Context: an optimization exercise on an open-source flow, tuned for a short achievable clock period and few clock cycles. The choices shown serve that exercise and are no tape-out recipe. Only simulation tests tie the RTL to the original design; equivalence was not proved. The clock cells of this run come from the design's own scripts or RTL, not from TritonCTS. The clock port is modelled as an ideal driver, which makes a skipped or thinned clock tree look cheaper than it is; a real chip needs a root buffer or a tree. Power figures rest on the tool's default switching activity, not on a simulated workload.

<file path="design/flow/design.v">
module apbBridgeFsm (
  input  logic c,
  input  logic HRESET,
  input  logic HSEL,
  input  logic HREADYIN,
  input  logic htrans1,
  output logic accept,      
  output logic setup,       
  output logic penable,     
  output logic HREADYOUT
);
  assign accept = HSEL && HREADYIN && htrans1 && !setup;
  always_ff @(posedge c)
  begin
    if (!HRESET)
    begin
      setup     <= 1'b0;
      penable   <= 1'b0;
      HREADYOUT <= 1'b1;
    end
    else
    begin
      setup     <= accept;
      penable   <= setup;
      HREADYOUT <= !accept;
    end
  end
endmodule
module apbSlaveDecode (
  input  logic                  c,
  input  logic                  HRESET,
  input  logic [32-1:0]    haddr,
  input  logic [32-1:0]    holdAddr,   
  input  logic                  accept,
  input  logic                  setup,
  output logic [16-1:0] psel
);
  logic [16-1:0] pselDec;
  logic [16-1:0] pselHold;
  assign pselDec  = 16'(1) << haddr[31:28];
  assign pselHold = 16'(1) << holdAddr[31:28];
  always_ff @(posedge c)
  begin
    if (!HRESET)
      psel <= '0;
    else if (setup)
      psel <= pselHold;
    else
      psel <= accept ? pselDec : '0;
  end
endmodule
module apbTargetRegister (
  input  logic               c,
  input  logic               HRESET,
  input  logic               wrEn,     
  input  logic [32-1:0] pwdata,
  output logic [32-1:0] prdata
);
  logic [32-1:0] content;
  always_ff @(posedge c)
  begin
    if (!HRESET)
      content <= '0;
    else if (wrEn)
      content <= pwdata;
  end
  assign prdata = content;
endmodule
module apbTargetRam (
  input  logic                 c,
  input  logic [32-1:0] wrEn,    
  input  logic [32-1:0] rdSel,   
  input  logic [32-1:0] rdSelHi,  
  input  logic [32-1:0]    pwdata,
  output logic [32-1:0]    prdata   
);
  logic [32-1:0] mem [0:32-1];
  always_ff @(posedge c)
  begin
    for (int i = 0; i < 32; i++)
      if (wrEn[i])
        mem[i] <= pwdata;
  end
  always_comb
  begin
    prdata = '0;
    for (int i = 0; i < 32; i++)
      prdata = prdata | (mem[i] & {{(32/2){rdSelHi[i]}}, {(32/2){rdSel[i]}}});
  end
endmodule
module ahbApbBridge (
  input  logic                  c,
  input  logic                  HRESET,
  input  logic [32-1:0]    HADDR,
  input  logic [1:0]            HTRANS,
  input  logic                  HWRITE,
  input  logic                  HSEL,
  input  logic [32-1:0]    HWDATA,
  input  logic                  HREADYIN,
  input  logic [32-1:0]    regRdata,
  input  logic [32-1:0]    ramRdata,
  output logic                  regWrEn,
  output logic [32-1:0] ramWrEn,
  output logic [32-1:0] ramRdSel,     
  output logic [32-1:0] ramRdSelHi,   
  output logic [32-1:0]    HRDATA,
  output logic                  HREADYOUT,
  output logic [16-1:0] PSEL,
  output logic [32-1:0]    PADDR,
  output logic                  PWRITE,
  output logic                  PENABLE,
  output logic [32-1:0]    PWDATA
);
  localparam int IDX_W = $clog2(32);
  logic                  accept;
  logic                  setup;
  logic                  regSel;
  logic                  regWrite;
  logic                  ramWrite;
  logic [IDX_W-1:0]      hidx;
  logic [3:0]            hregion;
  logic [32-1:0]    addrHold;
  logic                  writeHold;
  apbBridgeFsm fsm (
    .c,
    .HRESET,
    .HSEL,
    .HREADYIN,
    .htrans1   (HTRANS[1]),
    .accept,
    .setup,
    .penable   (PENABLE),
    .HREADYOUT
  );
  apbSlaveDecode decode (
    .c,
    .HRESET,
    .haddr     (HADDR),
    .holdAddr  (addrHold),
    .accept,
    .setup,
    .psel      (PSEL)
  );
  assign hregion = HADDR[31:28];
  assign hidx    = HADDR[23 +: IDX_W];
  always_ff @(posedge c)
  begin
    if (accept)
    begin
      addrHold  <= HADDR;
      writeHold <= HWRITE;
    end
  end
  always_ff @(posedge c)
  begin
    PADDR  <= setup ? addrHold  : HADDR;
    PWRITE <= setup ? writeHold : HWRITE;
  end
  always_ff @(posedge c)
  begin
    regSel   <= (hregion == 4'(0));
    regWrite <= (hregion == 4'(0)) && HWRITE;
    ramWrite <= (hregion == 4'(1)) && HWRITE;
    for (int i = 0; i < 32; i++)
    begin
      ramRdSel[i]   <= (hregion == 4'(1)) && (hidx == IDX_W'(i));
      ramRdSelHi[i] <= (hregion == 4'(1)) && (hidx == IDX_W'(i)) && !HWRITE;
    end
  end
  always_ff @(posedge c)
  begin
    regWrEn <= HRESET && setup && regWrite;
    for (int i = 0; i < 32; i++)
      ramWrEn[i] <= HRESET && setup && ramWrite && ramRdSel[i];
  end
  always_ff @(posedge c)
  begin
    HRDATA <= ramRdata | (regRdata & {32{regSel}});
  end
  assign PWDATA = HWDATA;
endmodule
module ahbApbSystem (
  input  logic                  c,
  input  logic                  HRESET,
  input  logic [32-1:0]    HADDR,
  input  logic [1:0]            HTRANS,
  input  logic                  HWRITE,
  input  logic                  HSEL,
  input  logic [32-1:0]    HWDATA,
  input  logic                  HREADYIN,
  output logic [32-1:0]    HRDATA,
  output logic                  HREADYOUT,
  output logic [16-1:0] PSEL,
  output logic [32-1:0]    PADDR,
  output logic                  PWRITE,
  output logic                  PENABLE,
  output logic [32-1:0]    PWDATA
);
  logic [32-1:0]    regRdata;
  logic [32-1:0]    ramRdata;
  logic                  regWrEn;
  logic [32-1:0] ramWrEn;
  logic [32-1:0] ramRdSel;
  logic [32-1:0] ramRdSelHi;
  ahbApbBridge bridge (
    .c,
    .HRESET,
    .HADDR,
    .HTRANS,
    .HWRITE,
    .HSEL,
    .HWDATA,
    .HREADYIN,
    .regRdata,
    .ramRdata,
    .regWrEn,
    .ramWrEn,
    .ramRdSel,
    .ramRdSelHi,
    .HRDATA,
    .HREADYOUT,
    .PSEL,
    .PADDR,
    .PWRITE,
    .PENABLE,
    .PWDATA
  );
  apbTargetRegister regTarget (
    .c,
    .HRESET,
    .wrEn    (regWrEn),
    .pwdata  (PWDATA),
    .prdata  (regRdata)
  );
  apbTargetRam ramTarget (
    .c,
    .wrEn    (ramWrEn),
    .rdSel   (ramRdSel),
    .rdSelHi (ramRdSelHi),
    .pwdata  (PWDATA),
    .prdata  (ramRdata)
  );
endmodule
</file>
<file path="design/flow/flow/run.sh">
#!/bin/bash
# Layout flow: the standard ORFS flow (standard.sh) with these changes:
#  - the clock tree is built by flow/clocktree.tcl (hooked in before CTS) instead of TritonCTS:
#    the clock port drives four clock buffers beside it, each of which drives leaf clock
#    buffers placed at the centres of compact flip-flop clusters (two buffers to every
#    flip-flop, so the tree is shallow), with one of the four branches kept for the
#    read-select registers, whose clock then arrives earlier (useful skew into the read data
#    register);
#  - a second setup repair runs after CTS (flow/postcts.tcl);
#  - the port buffers are buf_4 cells instead of the smallest buffer;
#  - the resizer may swap a cell for any cell of the same function (MATCH_CELL_FOOTPRINT=0).
# Each step's full log is in orfs/logs/; make's own output goes to flow_make.log.
set -euo pipefail
here="$(pwd)"
export PRE_CTS_TCL="$here/flow/clocktree.tcl"
export POST_CTS_TCL="$here/flow/postcts.tcl"
export BUFFER_PORTS_ARGS="-buffer_cell sky130_fd_sc_hd__buf_4"
export CT_LEAF_MAX="${CT_LEAF_MAX:-28}"
# The read-select registers start the paths into the read data register and are loaded from
# ports with time to spare: they get the early branch of the clock tree.
export CT_EARLY="bridge.ramRdSel* bridge.ramSel* bridge.regSel*"
bash standard.sh MATCH_CELL_FOOTPRINT=0 finish > "$here/flow_make.log" 2>&1
</file>
<file path="design/flow/flow/clocktree.tcl">

set ::ct_leaf_max   [expr {[info exists ::env(CT_LEAF_MAX)] ? $::env(CT_LEAF_MAX) : 32}]
set ::ct_mids       [expr {[info exists ::env(CT_MIDS)] ? $::env(CT_MIDS) : 4}]
set ::ct_leaf_cell  [expr {[info exists ::env(CT_LEAF_CELL)] ? $::env(CT_LEAF_CELL) : "sky130_fd_sc_hd__clkbuf_16"}]
set ::ct_mid_cell   [expr {[info exists ::env(CT_MID_CELL)] ? $::env(CT_MID_CELL) : "sky130_fd_sc_hd__clkbuf_16"}]

proc ct_split_n {items n} {
  # split items into n groups of near-equal size by recursive median cuts across the wider
  # side of their bounding box
  if {$n <= 1} { return [list $items] }
  set xs [lmap i $items {lindex $i 0}]
  set ys [lmap i $items {lindex $i 1}]
  set dx [expr {[tcl::mathfunc::max {*}$xs] - [tcl::mathfunc::min {*}$xs]}]
  set dy [expr {[tcl::mathfunc::max {*}$ys] - [tcl::mathfunc::min {*}$ys]}]
  set k [expr {$dx >= $dy ? 0 : 1}]
  set sorted [lsort -integer -index $k $items]
  set n1 [expr {$n / 2}]
  set h [expr {([llength $sorted] * $n1 + $n / 2) / $n}]
  return [concat [ct_split_n [lrange $sorted 0 [expr {$h - 1}]] $n1] \
                 [ct_split_n [lrange $sorted $h end] [expr {$n - $n1}]]]
}

proc ct_centre {items} {
  set sx 0; set sy 0
  foreach i $items { set sx [expr {$sx + [lindex $i 0]}]; set sy [expr {$sy + [lindex $i 1]}] }
  set n [llength $items]
  return [list [expr {$sx / $n}] [expr {$sy / $n}]]
}

proc ct_place {inst x y} {
  set block [ord::get_db_block]
  set master [$inst getMaster]
  set core [$block getCoreArea]
  set w [$master getWidth]; set h [$master getHeight]
  set x [expr {max([$core xMin], min([$core xMax] - $w, $x - $w / 2))}]
  set y [expr {max([$core yMin], min([$core yMax] - $h, $y - $h / 2))}]
  $inst setLocation $x $y
  $inst setPlacementStatus PLACED
}

proc ct_leaves {sinks maxn tag leafm} {
  # cluster sinks into leaf buffers; returns a list of {x y inst}
  set block [ord::get_db_block]
  set nleaves [expr {([llength $sinks] + $maxn - 1) / $maxn}]
  set leaves {}
  set li 0
  foreach cl [ct_split_n $sinks $nleaves] {
    lassign [ct_centre $cl] cx cy
    set inst [odb::dbInst_create $block $leafm "ctleaf_${tag}$li"]
    set net [odb::dbNet_create $block "ctnet_leaf_${tag}$li"]
    $net setSigType CLOCK
    foreach s $cl {
      set it [lindex $s 2]
      $it disconnect
      $it connect $net
    }
    [$inst findITerm X] connect $net
    ct_place $inst $cx $cy
    lappend leaves [list $cx $cy $inst]
    incr li
  }
  puts "clock tree: $li leaf buffers ($tag) for [llength $sinks] sinks"
  return $leaves
}

proc ct_mid {g tag px py clk midm} {
  set block [ord::get_db_block]
  lassign [ct_centre $g] gx gy
  set inst [odb::dbInst_create $block $midm "ctmid_$tag"]
  set net [odb::dbNet_create $block "ctnet_mid_$tag"]
  $net setSigType CLOCK
  foreach l $g {
    [[lindex $l 2] findITerm A] connect $net
  }
  [$inst findITerm X] connect $net
  [$inst findITerm A] connect $clk
  # beside the port, nudged toward its group
  set dx [expr {$gx - $px}]; set dy [expr {$gy - $py}]
  set d [expr {max(1.0, sqrt($dx * $dx + $dy * $dy))}]
  set off [expr {[info exists ::env(CT_MID_OFF)] ? $::env(CT_MID_OFF) : 12000}]
  set off [expr {min($off, $d)}]
  ct_place $inst [expr {int($px + $dx / $d * $off)}] [expr {int($py + $dy / $d * $off)}]
  puts "clock tree: mid $tag drives [llength $g] leaves"
}

proc ct_build {} {
  global ct_leaf_max ct_mids ct_leaf_cell ct_mid_cell
  set db [ord::get_db]
  set block [ord::get_db_block]
  set clk [$block findNet c]
  set port [$block findBTerm c]
  set pbox [$port getBBox]
  set px [expr {([$pbox xMin] + [$pbox xMax]) / 2}]
  set py [expr {([$pbox yMin] + [$pbox yMax]) / 2}]
  set leafm [$db findMaster $ct_leaf_cell]
  set midm  [$db findMaster $ct_mid_cell]
  set early_pats [expr {[info exists ::env(CT_EARLY)] ? $::env(CT_EARLY) : ""}]
  set early_max [expr {[info exists ::env(CT_EARLY_LEAF_MAX)] ? $::env(CT_EARLY_LEAF_MAX) : 24}]

  set sinks {}
  set early {}
  foreach it [$clk getITerms] {
    set inst [$it getInst]
    set b [$inst getBBox]
    set s [list [expr {([$b xMin] + [$b xMax]) / 2}] [expr {([$b yMin] + [$b yMax]) / 2}] $it]
    set is_early 0
    foreach p $early_pats { if {[string match $p [$inst getName]]} { set is_early 1 } }
    if {$is_early} { lappend early $s } else { lappend sinks $s }
  }
  puts "clock tree: [llength $sinks] sinks, [llength $early] early sinks, port at $px $py"

  set nmids $ct_mids
  if {[llength $early] > 0} {
    set eleaves [ct_leaves $early $early_max e $leafm]
    ct_mid $eleaves e $px $py $clk $midm
    incr nmids -1
  }
  set leaves [ct_leaves $sinks $ct_leaf_max "" $leafm]
  set mi 0
  foreach g [ct_split_n $leaves $nmids] {
    ct_mid $g $mi $px $py $clk $midm
    incr mi
  }
  $clk setSigType CLOCK
}

ct_build
set_propagated_clock [all_clocks]
# The tree is built; TritonCTS is not run
proc clock_tree_synthesis {args} { puts "clock_tree_synthesis skipped: tree built by clocktree.tcl" }
</file>
<file path="design/flow/flow/postcts.tcl">
# A second setup repair after CTS: the first pass stops with most endpoints still short of
# the setup margin, and a second pass from its result gains more.
log_cmd repair_timing -setup -setup_margin $::env(SETUP_SLACK_MARGIN) -repair_tns 100 -verbose
detailed_placement
check_placement -verbose
</file>
<file path="design/flow/standard.sh">
#!/bin/bash
# synth_recipe.tcl (not shown) runs the flow's synth.tcl, then flattens the netlist and writes it again
# the make line also repeats each setting of config.mk as NAME=value (left out here)
make -C /OpenROAD-flow-scripts/flow DESIGN_CONFIG=/design/flow/config.mk WORK_HOME=/design/flow/orfs CLKGATE_MAP_FILE= SYNTH_SCRIPT=/design/flow/synth_recipe.tcl "${@:-finish}"
</file>
<file path="design/flow/config.mk">
export PLATFORM = sky130hd
export DESIGN_NAME = ahbApbSystem
export DESIGN_NICKNAME = ahbApbSystem
export VERILOG_FILES = /design/flow/design.v
export SDC_FILE = /design/flow/constraint.sdc
export NUM_CORES = 4
export LEC_CHECK = 0
export CAP_MARGIN = 20
export CORE_MARGIN = 2
export CORE_UTILIZATION = 70
export SETUP_SLACK_MARGIN = 1.95
export SLEW_MARGIN = 20
</file>
<file path="design/flow/constraint.sdc">
create_clock -name core_clock -period 3.5 [get_ports {c}]
set_input_delay 0.7000 -clock core_clock [delete_from_list [all_inputs] [get_ports {c}]]
set_output_delay 0.7000 -clock core_clock [all_outputs]
set_load 0.01 [all_outputs]
</file>
==> flow_summary.ini <==
[timing]
fin_crit_sh_pct = 49.25
setup_tns_ns = 0
rsz0062_at_grt = yes
clock_skew_ns = 0.2064
slew_violations = 0
hold_ws_ns = 0.3378
hold_violations = 0
min_period_ns = 1.724
final-setup-viol-count = 0
slew_headroom_pct = 51.15
fmax_mhz = 580.2
worst_slew_pin_slew_ns = 0.7328

[synthesis]
synth-edff-count = 1057
postSynthAreaPerCell_sq_um = 17.94
synth_fp_nets = 2519
ys_seq_area_share_pct = 82.13
postSynthCellCount = 2448
synthFlopType = edfxtp_1
synthArstFlopShare_pct = 0
ys_warn_count = 6
yosysUniqueCellTypes = 42
synth-seq-cells = 1273
syn-cell-area_sq_mm = 0.04391

[layout]
nNetsFinal = 2756
nFillCells = 3116
multi_input_area_sq_mm = 0.007081
area_growth_pct = 14.48
instances_no_fill = 3521
regArea_sq_mm = 0.03632
final_util_pct = 81.31
drive_gt1_share_pct = 23.82

[die]
die-width_um = 254.5
die_y_um = 254.5
dieArea_sq_mm = 0.06475
coreArea_sq_mm = 0.06183
rows = 91
start_util_pct = 71.02
io_pins = 186

[global_routing]
grt_usage_pct = 40.52
grt_max_degree = 33
grt_pass1_wl_um = 181200
grt_overflow = 0
grt_pass1_vias = 24971
antenna_found_initial = 2

[placement]
place_congestion = 0.8384
io_buffer_count = 184
dp_hpwl_um = 67460
place_inst = 3370

[worst_setup_path]
cp.arrival_ns = 1.02
rrSetupSlack_ns = 1.90
worst_path_max_delay_cell = dfxtp_2
startpoint_type = flip-flop
crit_chain = buf_6
cp_top_family = flip-flops
worstSetupEndpoint = HRDATA[31]
endpoint_kind = output pin
r2r_end = bridge.HRDATA[0]
path_class = flip-flop to output pin
critical_path_required_ns = 2.80
critPathLaunch = bridge.HRDATA[31]
crit_buf_inv = 1
critical-path-max-stage-delay_ns = 0.38
cp_max_fo = 1
r2r_cells = 4
cp.depth = 1
rr_startpoint = bridge.ramRdSel[6]

[route]
postRouteAntennaNets = 0
wire_per_inst_um = 37.48
viasPerCell = 7.428
drt_iter0_drc = 5177
vias = 26153
route.detailed.drc = 0
first_pass_iters = 7
wl_um = 132000

[power_and_ir_drop]
seq_power_share_pct = 68.5
p_per_area_mw_per_mm2 = 476.9
p_clk_share_pct = 28.4
max-vdd-ir-drop_v = 0.001593
power_mw = 23.97
p_comb_share_pct = 3.2
p_sw_mw = 4.598
switching_share_pct = 19.18
p_int_mw = 19.37
leakage_nw = 16.33

[cts]
insertion_delay_ns = 0.54
clkTransAtPathRegs_ns = 0.10

[hold_path]
hold_path_class = primary input to flip-flop

[outcome]
outcome = timing/DRC/antenna clean

[job]
drv_cap = 0
==> how the worst min path moves through the flow <==
stage          slack, ns                  start             endpoint  depth (start not counted)
6_report            0.34               HADDR[7]   bridge.addrHold[7]                          1
3_5_place_dp        0.45  ramTarget.mem[23][24]    bridge.HRDATA[24]                          2
5_1_grt             0.33              HADDR[10]  bridge.addrHold[10]                          1
3_3_place_gp        0.44  ramTarget.mem[23][16]    bridge.HRDATA[16]                          2
2_1_floorplan       0.43   ramTarget.mem[23][0]     bridge.HRDATA[0]                          2
==> metrics by stage <==
step	setup slack, ns	area [sq um]
after floorplan	1.710	43940
after global placement	1.074	46170
after detailed placement	1.026	46180
after global routing	1.765	50270
final	1.776	50270
==> cell usage after synthesis, types with 2 or more instances <==
library cell	instances	area, sq um
nand2_1	46	172.7
nor2_2	14	87.58
nor3_1	6	30.03
a22oi_1	480	3603
nand2b_1	4	25.02
buf_6	4	45.04
and3_1	3	18.77
clkbuf_1	143	536.8
or2_1	2	12.51
nand3b_1	2	15.01
nor4_1	33	206.5
nand4_1	98	613.1
inv_1	2	7.510
nor2_4	7	78.83
a222oi_1	32	320.3
nor2_1	48	180.2
and2_1	42	262.8
edfxtp_1	1057	31740
buf_4	33	247.7
mux2_2	32	360.4
mux2i_1	32	320.3
o21a_1	4	30.03
nand3_1	42	210.2
dfxtp_1	216	4324
buf_2	6	30.03
o22ai_1	9	56.30
nor2b_1	36	225.2
==> power by group through the flow <==
stage          sequential [mW]  combinational, mW  clock [mW]
2_1_floorplan             16.8              0.138           0
3_3_place_gp              16.8              0.447           0
3_5_place_dp              16.8              0.467           0
5_1_grt                   16.4              0.790        7.19
6_report                  16.4              0.758        6.80
==> layer usage <==
metal	vias up	part of all wire (%)	GRT usage (%)
met3	473	15	8.492
met1	12932	33	56.02
li1	10290	-	-
met2	2458	46	64.04
met5	-	0	0
met4	0	5.8	17.06
==> layout by cell type (no fill, tap or decap), types with 36 or more instances in the layout <==
master     Yosys  layout
a22oi_1      480     476
and2_1        42      42
buf_4         33     169
buf_6          4     128
clkbuf_16      0      83
dfxtp_1      216      74
dfxtp_2        0     109
edfxtp_1    1057    1057
nand2_1       46      46
nand3_1       42      42
nand4_1       98      98
nor2_1        48      48
nor2b_1       36      36
==> area by class of cell <==
class | count | area share (%)
tap | 837 | 2.083
antenna | 1 | 0.004978
sequential | 1273 | 72.26
multi-input combinational | 989 | 14.09
buffer | 51 | 2.539
inverter | 2 | 0.01493
timing repair buffer | 368 | 9.010
==> flip-flops by register name (all words and copies together), names as in the netlist, 16 cells and up <==
| register | count |
|---|---|
| bridge.PADDR | 32 |
| bridge.decode.psel | 16 |
| bridge.HRDATA | 32 |
| ramTarget.mem | 1024 |
| bridge.ramRdSelHi | 32 |
| bridge.addrHold | 32 |
| regTarget.content | 32 |
| bridge.ramWrEn | 32 |
| bridge.ramRdSel | 32 |
==> kinds of logic after synthesis <==
kind of cell | count (synthesis) | synth area share (%)
simple gates | 392 | 5.100
buf+inv | 190 | 2.029
compound gates | 529 | 9.189
mux | 64 | 1.550
flops | 1273 | 82.13
Testbench counts, summed over its fixed seeds: cycles 12,808.

==> what the ideal ports hide <==
In the flow no input, the clock included, has a driving cell. The finished layout below was timed again as built, in two steps.
Step 1 (the two cells are an assumption about what drives the block):
set clk [get_ports {c}]
set_driving_cell -lib_cell sky130_fd_sc_hd__clkbuf_16 $clk
set_driving_cell -lib_cell sky130_fd_sc_hd__buf_2 [delete_from_list [all_inputs] $clk]
Step 2 moves the port delays by t, midway between the first and last clock arrival at a register: inputs arrive t later, outputs are due t later. That takes back most of the time a late clock gives input paths.
a / b / c = no drivers / after step 1 / after step 2; a / b = the first two.
t, ns: 0.490
setup slack, ns: 1.776 / 1.720 / 1.513
hold WS [ns]: 0.338 / 0.314 / 0.359
worst setup path after step 2: input to register
clock arrival spread, ns: 0.208 / 0.208
After both steps setup and hold are still met in this run. For this run, drivers alone change the setup slack by -0.056 ns; drivers and shift together by -0.263 ns.
